Source: an optimization exercise on an open RTL-to-GDS flow (aim: small area). Production flows keep margins and buffers that such runs may drop.
Where RTL was checked, it was by simulation tests only, not by an equivalence proof against the original.
The clock port is modelled as an ideal driver; clocking choices that lean on that would not hold on a real chip.
Power is estimated from default activity; no workload was simulated.

==> module com_accumulator, before the edit <==
module com_accumulator (
  input  logic        clk_pixel,
  input  logic        sys_rst,
  input  logic        mark,        
  input  logic        new_frame,
  input  logic [10:0] hcount,
  input  logic [9:0]  vcount,
  output logic [10:0] x_com,
  output logic [9:0]  y_com,
  output logic        com_valid
);
  localparam logic [5:0] X_STEPS = 6'd11;
  localparam logic [6:0] LAST    = 7'd84;  
  logic [31:0] x_sum;    
  logic [30:0] y_sum;
  logic [21:0] count_n;  
  logic        x_carry;  
  logic        y_carry;  
  logic        busy;
  logic [6:0]  step;       
  logic        lo_carry;
  logic [10:0] lo_diff;
  logic [10:0] hi_diff;
  logic        hi_carry;   
  logic        lo_carry_q;
  logic        mark_add;
  logic        last;
  logic        clear;
  logic        load;
  logic        keep;
  logic [10:0] h_add;
  logic [9:0]  v_add;
  logic [11:0] x_lo;
  logic        x_lo_co;
  logic [19:0] x_hi;
  logic [10:0] y_lo;
  logic        y_lo_co;
  logic [19:0] y_hi;
  logic [20:0] rem_next;
  logic        q_bit;
  assign mark_add = mark && !busy;
  assign h_add = mark_add ? hcount : '0;
  assign v_add = mark_add ? vcount : '0;
  rc_add #(.W(11)) x_lo_i (.a(x_sum[10:0]), .b(h_add), .ci(1'b0),
                           .s(x_lo[10:0]), .co(x_lo[11]));
  assign x_lo_co = x_lo[11] & x_sum[11];
  rc_inc #(.W(20)) x_hi_i (.a(x_sum[31:12]), .ci(x_carry), .s(x_hi), .co());
  rc_add #(.W(10)) y_lo_i (.a(y_sum[9:0]), .b(v_add), .ci(1'b0),
                           .s(y_lo[9:0]), .co(y_lo[10]));
  assign y_lo_co = y_lo[10] & y_sum[10];
  rc_inc #(.W(20)) y_hi_i (.a(y_sum[30:11]), .ci(y_carry), .s(y_hi), .co());
  rc_add #(.W(11)) div_lo_i (.a(x_sum[20:10]), .b(count_n[10:0]), .ci(1'b1),
                             .s(lo_diff), .co(lo_carry));
  rc_add #(.W(11)) div_hi_i (.a(x_sum[31:21]), .b(count_n[21:11]), .ci(lo_carry_q),
                             .s(hi_diff), .co(hi_carry));
  assign q_bit    = ((step[6:1] < X_STEPS) || step[6]) && hi_carry;
  assign rem_next = q_bit ? {hi_diff[9:0], lo_diff} : x_sum[30:10];
  assign last  = (step == LAST);
  assign clear = sys_rst || (busy && last);
  always_ff @(posedge clk_pixel) begin
    if (clear) begin
      x_sum   <= '0;
      y_sum   <= '0;
      count_n <= '1;
      x_carry <= 1'b0;
      y_carry <= 1'b0;
    end else if (busy && step[0]) begin
      x_sum <= {rem_next, x_sum[9:0], y_sum[30]};
      y_sum <= {y_sum[29:0], q_bit};
    end else begin
      x_sum   <= {x_hi, x_lo[11] ^ x_sum[11], x_lo[10:0]};
      y_sum   <= {y_hi, y_lo[10] ^ y_sum[10], y_lo[9:0]};
      x_carry <= x_lo_co;
      y_carry <= y_lo_co;
      count_n <= count_n - 22'(mark_add);
    end
  end
  always_ff @(posedge clk_pixel) begin
    lo_carry_q <= lo_carry;
  end
  always_ff @(posedge clk_pixel) begin
    if (sys_rst) begin
      busy <= 1'b0;
      step <= '0;
    end else if (busy) begin
      busy <= !last;
      step <= last ? '0 : step + 1'b1;
    end else begin
      busy <= new_frame && (count_n != '1);
      step <= '0;
    end
  end
  assign load = busy && last && !sys_rst;
  assign keep = !(busy && last) && !sys_rst;
  always_ff @(posedge clk_pixel) begin
    x_com     <= (x_sum[10:0] & {11{load}}) | (x_com & {11{keep}});
    y_com     <= (y_sum[9:0] & {10{load}}) | (y_com & {10{keep}});
    com_valid <= load;
  end
endmodule
==> flow/config.mk <==
export PLATFORM = sky130hd
export DESIGN_NAME = color_tracker
export DESIGN_NICKNAME = color_tracker
export VERILOG_FILES = /design/flow/design.v
export SDC_FILE = /design/flow/constraint.sdc
export NUM_CORES = 4
export LEC_CHECK = 0
export CAP_MARGIN = 20
export CORE_MARGIN = 2
export CORE_UTILIZATION = 40
export CTS_BUF_LIST = sky130_fd_sc_hd__clkbuf_8
export CTS_CLUSTER_DIAMETER = 80
export CTS_CLUSTER_SIZE = 16
export PLACE_DENSITY = 0.6
export SLEW_MARGIN = 20
export SYNTH_HIERARCHICAL = 1
==> flow/constraint.sdc <==
create_clock -name core_clock -period 6.7 [get_ports {clk_pixel}]
set_input_delay 1.3400 -clock core_clock [delete_from_list [all_inputs] [get_ports {clk_pixel}]]
set_output_delay 1.3400 -clock core_clock [all_outputs]
set_load 0.01 [all_outputs]
standard.sh (not shown) runs the stock make flow with config.mk's settings and CLKGATE_MAP_FILE= SYNTH_SCRIPT=/design/flow/synth_recipe.tcl, a recipe that flattens the netlist after the stock synthesis.
==> flow/flow/run.sh <==
#!/bin/bash
# The standard layout (standard synthesis and ORFS flow), with two changes:
# the port buffers use the smallest buffer cell instead of the default pick,
# and after the post-placement repair and after clock tree synthesis, cells on
# paths with slack are downsized.
set -uo pipefail
export BUFFER_PORTS_ARGS="-buffer_cell sky130_fd_sc_hd__buf_1"
export POST_RESIZE_TCL="$PWD/flow/recover.tcl"
export POST_CTS_TCL="$PWD/flow/recover_cts.tcl"
bash standard.sh finish > standard_flow.log 2>&1
==> flow/flow/recover.tcl <==
# after global placement and its design repair: give back area on paths with
# timing slack by downsizing cells
puts "recover: area before [sta::format_area [rsz::design_area] 0]"
repair_timing -recover_power 100 -verbose
puts "recover: area after [sta::format_area [rsz::design_area] 0]"
==> flow/flow/recover_cts.tcl <==
# after clock tree synthesis and its timing repair: give back area on paths
# with timing slack by downsizing cells, then legalize the placement again
puts "recover: area before [sta::format_area [rsz::design_area] 0]"
estimate_parasitics -placement
repair_timing -recover_power 100 -verbose
detailed_placement
check_placement -verbose
puts "recover: area after [sta::format_area [rsz::design_area] 0]"
Change:
--- a/flow/design.v
+++ b/flow/design.v
@@ -319,21 +319,26 @@
   logic        hi_carry;   
   logic        lo_carry_q;
   logic        mark_add;
   logic        last;
   logic        clear;
+  logic        sel_shift;
+  logic        sel_add;
+  logic        sel_sub;
+  logic        sel_keep;
+  logic [31:0] x_add;
+  logic [30:0] y_add;
   logic        load;
   logic        keep;
   logic [10:0] h_add;
   logic [9:0]  v_add;
   logic [11:0] x_lo;
   logic        x_lo_co;
   logic [19:0] x_hi;
   logic [10:0] y_lo;
   logic        y_lo_co;
   logic [19:0] y_hi;
-  logic [20:0] rem_next;
   logic        q_bit;
   assign mark_add = mark && !busy;
   assign h_add = mark_add ? hcount : '0;
   assign v_add = mark_add ? vcount : '0;
   rc_add #(.W(11)) x_lo_i (.a(x_sum[10:0]), .b(h_add), .ci(1'b0),
@@ -347,26 +352,31 @@
   rc_add #(.W(11)) div_lo_i (.a(x_sum[20:10]), .b(count_n[10:0]), .ci(1'b1),
                              .s(lo_diff), .co(lo_carry));
   rc_add #(.W(11)) div_hi_i (.a(x_sum[31:21]), .b(count_n[21:11]), .ci(lo_carry_q),
                              .s(hi_diff), .co(hi_carry));
   assign q_bit    = ((step[6:1] < X_STEPS) || step[6]) && hi_carry;
-  assign rem_next = q_bit ? {hi_diff[9:0], lo_diff} : x_sum[30:10];
   assign last  = (step == LAST);
   assign clear = sys_rst || (busy && last);
+  assign sel_shift = busy && step[0] && !clear;
+  assign sel_add   = !(busy && step[0]) && !clear;
+  assign sel_sub   = sel_shift && q_bit;
+  assign sel_keep  = sel_shift && !q_bit;
+  assign x_add     = {x_hi, x_lo[11] ^ x_sum[11], x_lo[10:0]};
+  assign y_add     = {y_hi, y_lo[10] ^ y_sum[10], y_lo[9:0]};
   always_ff @(posedge clk_pixel) begin
+    x_sum[31:11] <= ({hi_diff[9:0], lo_diff} & {21{sel_sub}})
+                  | (x_sum[30:10] & {21{sel_keep}})
+                  | (x_add[31:11] & {21{sel_add}});
+    x_sum[10:0]  <= ({x_sum[9:0], y_sum[30]} & {11{sel_shift}})
+                  | (x_add[10:0] & {11{sel_add}});
+    y_sum        <= ({y_sum[29:0], q_bit} & {31{sel_shift}})
+                  | (y_add & {31{sel_add}});
     if (clear) begin
-      x_sum   <= '0;
-      y_sum   <= '0;
       count_n <= '1;
       x_carry <= 1'b0;
       y_carry <= 1'b0;
-    end else if (busy && step[0]) begin
-      x_sum <= {rem_next, x_sum[9:0], y_sum[30]};
-      y_sum <= {y_sum[29:0], q_bit};
-    end else begin
-      x_sum   <= {x_hi, x_lo[11] ^ x_sum[11], x_lo[10:0]};
-      y_sum   <= {y_hi, y_lo[10] ^ y_sum[10], y_lo[9:0]};
+    end else if (!(busy && step[0])) begin
       x_carry <= x_lo_co;
       y_carry <= y_lo_co;
       count_n <= count_n - 22'(mark_add);
     end
   end
Clock-buffer cell count decreases by 1.
Via count goes down by 7.9%.
Sequential power stays flat.
Wire length drops by about 2%.
Total power went up by 1.5%.
Cell count decreases by 6.9%.
Utilization is about the same.
First-iteration DRC count fell by about 23%.
Worst setup slack improved by 0.035 ns.
Function not checked in the second run of this note: the RTL went through the layout flow alone.

---

## the baseline
Another version of the RTL of color_tracker (not shown whole).
Size: about 1300 cells after synthesis, ~140 I/O pins, about 0.015 mm2 of cells after synthesis.
==> module color_tracker, before the edit <==
module color_tracker #(
  parameter int SUM_BITS = 32  
) (
  input  logic        clk_pixel,
  input  logic        sys_rst,
  input  logic [15:0] pixel,
  input  logic [24:0] timing,
  input  logic [2:0]  channel_sel,
  input  logic [7:0]  lower_bound,
  input  logic [7:0]  upper_bound,
  input  logic [1:0]  bg_sel,
  input  logic [1:0]  target_sel,
  output logic [23:0] pixel_out,
  output logic [24:0] timing_out,
  output logic [10:0] x_com,
  output logic [9:0]  y_com,
  output logic        com_valid
);
  logic [15:0] pix_q1, pix_q2, pix_q3, pix_q4;
  logic [24:0] tim_q1, tim_q2, tim_q3, tim_q4, tim_q5;
  logic [3:0]  rst_hist;  
  logic [7:0]  luma, chroma, channel;
  logic        in_range;
  logic [15:0] bg_q;
  logic        mask_q;
  logic        sel_cb_q;  
  color_convert color_convert_i (
    .pixel  (pix_q4),
    .sel_cb (sel_cb_q),
    .luma   (luma),
    .chroma (chroma)
  );
  channel_threshold channel_threshold_i (
    .pixel       (pix_q4),
    .luma        (luma),
    .chroma      (chroma),
    .channel_sel (channel_sel),
    .lower_bound (lower_bound),
    .upper_bound (upper_bound),
    .channel     (channel),
    .in_range    (in_range)
  );
  always_ff @(posedge clk_pixel) begin
    pix_q1   <= pixel;
    pix_q2   <= pix_q1;
    pix_q3   <= pix_q2;
    pix_q4   <= pix_q3;
    tim_q1   <= timing;
    tim_q2   <= tim_q1;
    tim_q3   <= tim_q2;
    tim_q4   <= tim_q3;
    rst_hist <= {rst_hist[2:0], sys_rst};
    if (sys_rst || (rst_hist != '0)) tim_q5 <= '0;
    else tim_q5 <= tim_q4;
    mask_q   <= in_range;
    sel_cb_q <= channel_sel[1];  
    bg_q[15:8] <= pix_q4[15:8];
    if (bg_sel == 2'b00) bg_q[7:0] <= pix_q4[7:0];
    else if (bg_sel[1]) bg_q[7:0] <= luma;
    else bg_q[7:0] <= channel;
  end
  assign timing_out = tim_q5;
  com_accumulator com_accumulator_i (
    .clk_pixel (clk_pixel),
    .sys_rst   (sys_rst),
    .mark      (tim_q5[3] && mask_q),
    .new_frame (tim_q5[0]),
    .hcount    (tim_q5[24:14]),
    .vcount    (tim_q5[13:4]),
    .x_com     (x_com),
    .y_com     (y_com),
    .com_valid (com_valid)
  );
  overlay_mux overlay_mux_i (
    .bg_pix     (bg_q),
    .mask       (mask_q),
    .hcount     (tim_q5[24:14]),
    .vcount     (tim_q5[13:4]),
    .bg_sel     (bg_sel),
    .target_sel (target_sel),
    .x_com      (x_com),
    .y_com      (y_com),
    .pixel_out  (pixel_out)
  );
endmodule
clock: 6.7 ns
lec_check: 0
cap_margin: 20
core_margin: 2
core_utilization: 40
cts_buf_list: sky130_fd_sc_hd__clkbuf_8
cts_cluster_diameter: 80
cts_cluster_size: 16
place_density: 0.6
slew_margin: 20
synth_hierarchical: 1
Scripts as last shown in full above: flow/flow/run.sh, flow/flow/recover.tcl, flow/flow/recover_cts.tcl
Modified inputs, the candidate compared to the baseline
--- a/flow/design.v
+++ b/flow/design.v
@@ -320,8 +320,14 @@
   logic        lo_carry_q;
   logic        mark_add;
   logic        last;
   logic        clear;
+  logic        sel_shift;
+  logic        sel_add;
+  logic        sel_sub;
+  logic        sel_keep;
+  logic [31:0] x_add;
+  logic [30:0] y_add;
   logic        load;
   logic        keep;
   logic [10:0] h_add;
   logic [9:0]  v_add;
@@ -330,9 +336,8 @@
   logic [19:0] x_hi;
   logic [10:0] y_lo;
   logic        y_lo_co;
   logic [19:0] y_hi;
-  logic [20:0] rem_next;
   logic        q_bit;
   assign mark_add = mark && !busy;
   assign h_add = mark_add ? hcount : '0;
   assign v_add = mark_add ? vcount : '0;
@@ -348,24 +353,29 @@
                              .s(lo_diff), .co(lo_carry));
   rc_add #(.W(11)) div_hi_i (.a(x_sum[31:21]), .b(count_n[21:11]), .ci(lo_carry_q),
                              .s(hi_diff), .co(hi_carry));
   assign q_bit    = ((step[6:1] < X_STEPS) || step[6]) && hi_carry;
-  assign rem_next = q_bit ? {hi_diff[9:0], lo_diff} : x_sum[30:10];
   assign last  = (step == LAST);
   assign clear = sys_rst || (busy && last);
+  assign sel_shift = busy && step[0] && !clear;
+  assign sel_add   = !(busy && step[0]) && !clear;
+  assign sel_sub   = sel_shift && q_bit;
+  assign sel_keep  = sel_shift && !q_bit;
+  assign x_add     = {x_hi, x_lo[11] ^ x_sum[11], x_lo[10:0]};
+  assign y_add     = {y_hi, y_lo[10] ^ y_sum[10], y_lo[9:0]};
   always_ff @(posedge clk_pixel) begin
+    x_sum[31:11] <= ({hi_diff[9:0], lo_diff} & {21{sel_sub}})
+                  | (x_sum[30:10] & {21{sel_keep}})
+                  | (x_add[31:11] & {21{sel_add}});
+    x_sum[10:0]  <= ({x_sum[9:0], y_sum[30]} & {11{sel_shift}})
+                  | (x_add[10:0] & {11{sel_add}});
+    y_sum        <= ({y_sum[29:0], q_bit} & {31{sel_shift}})
+                  | (y_add & {31{sel_add}});
     if (clear) begin
-      x_sum   <= '0;
-      y_sum   <= '0;
       count_n <= '1;
       x_carry <= 1'b0;
       y_carry <= 1'b0;
-    end else if (busy && step[0]) begin
-      x_sum <= {rem_next, x_sum[9:0], y_sum[30]};
-      y_sum <= {y_sum[29:0], q_bit};
     end else begin
-      x_sum   <= {x_hi, x_lo[11] ^ x_sum[11], x_lo[10:0]};
-      y_sum   <= {y_hi, y_lo[10] ^ y_sum[10], y_lo[9:0]};
       x_carry <= x_lo_co;
       y_carry <= y_lo_co;
       count_n <= count_n - 22'(mark_add);
     end
@@ -438,9 +448,11 @@
   output logic        com_valid
 );
   logic [15:0] pix_q1, pix_q2, pix_q3, pix_q4;
   logic [24:0] tim_q1, tim_q2, tim_q3, tim_q4, tim_q5;
-  logic [3:0]  rst_hist;  
+  logic [2:0]  rst_hist;  
+  logic        rst_recent;  
+  logic        tim_keep;  
   logic [7:0]  luma, chroma, channel;
   logic        in_range;
   logic [15:0] bg_q;
   logic        mask_q;
@@ -469,18 +481,19 @@
     tim_q1   <= timing;
     tim_q2   <= tim_q1;
     tim_q3   <= tim_q2;
     tim_q4   <= tim_q3;
-    rst_hist <= {rst_hist[2:0], sys_rst};
-    if (sys_rst || (rst_hist != '0)) tim_q5 <= '0;
-    else tim_q5 <= tim_q4;
+    rst_hist   <= {rst_hist[1:0], sys_rst};
+    rst_recent <= sys_rst || (rst_hist != '0);
+    tim_q5     <= tim_q4 & {25{tim_keep}};
     mask_q   <= in_range;
     sel_cb_q <= channel_sel[1];  
     bg_q[15:8] <= pix_q4[15:8];
     if (bg_sel == 2'b00) bg_q[7:0] <= pix_q4[7:0];
     else if (bg_sel[1]) bg_q[7:0] <= luma;
     else bg_q[7:0] <= channel;
   end
+  assign tim_keep   = !(sys_rst || rst_recent);
   assign timing_out = tim_q5;
   com_accumulator com_accumulator_i (
     .clk_pixel (clk_pixel),
     .sys_rst   (sys_rst),
Notes after the runs:
Diff the baseline -> the candidate: met2 routed wirelength now smaller, number of fill cells in the layout now smaller, floorplan die height now smaller, post-layout minimum cycle time now smaller.
Number of different library cells in the post-synthesis netlist was higher in the candidate than in the baseline.
Largest net degree at the start of global routing, the candidate vs the baseline: down by more than 10%
| source-to-sink clock delay at the later pin of the worst-skew pair | the baseline vs the candidate | ≈ equal |
Taking the candidate as 1.0, the baseline lands at 1.08 on via count.
Only the layout flow was run in the baseline; the RTL was not checked for function there.

## static timing again, ports no longer ideal
In the flow no input, the clock included, has a driving cell. The finished layouts below were timed again as built, in two steps. Step 1 sets driving cells, clkbuf_16 on the clock port and buf_2 on the other inputs (assumed; they add their load-dependent delay and slew). Step 2 also shifts input and output timing later by t, the mid clock arrival at the registers, as if the neighbouring blocks saw the same clock. Slacks: ideal ports / drivers / drivers and shift; pairs: ideal ports / drivers.
run	shift t [ns]	setup WS [ns]	worst register clock-pin slew, ns
the first run of note 1	0.625	0.364 / 0.364 / 0.364	0.11 / 0.11
the second run of note 1	0.629	0.399 / 0.399 / 0.399	0.11 / 0.11
the baseline	0.623	0.396 / 0.396 / 0.396	0.11 / 0.11
the candidate	0.641	0.403 / 0.403 / 0.403	0.11 / 0.11
After both steps every run listed still meets setup and hold.
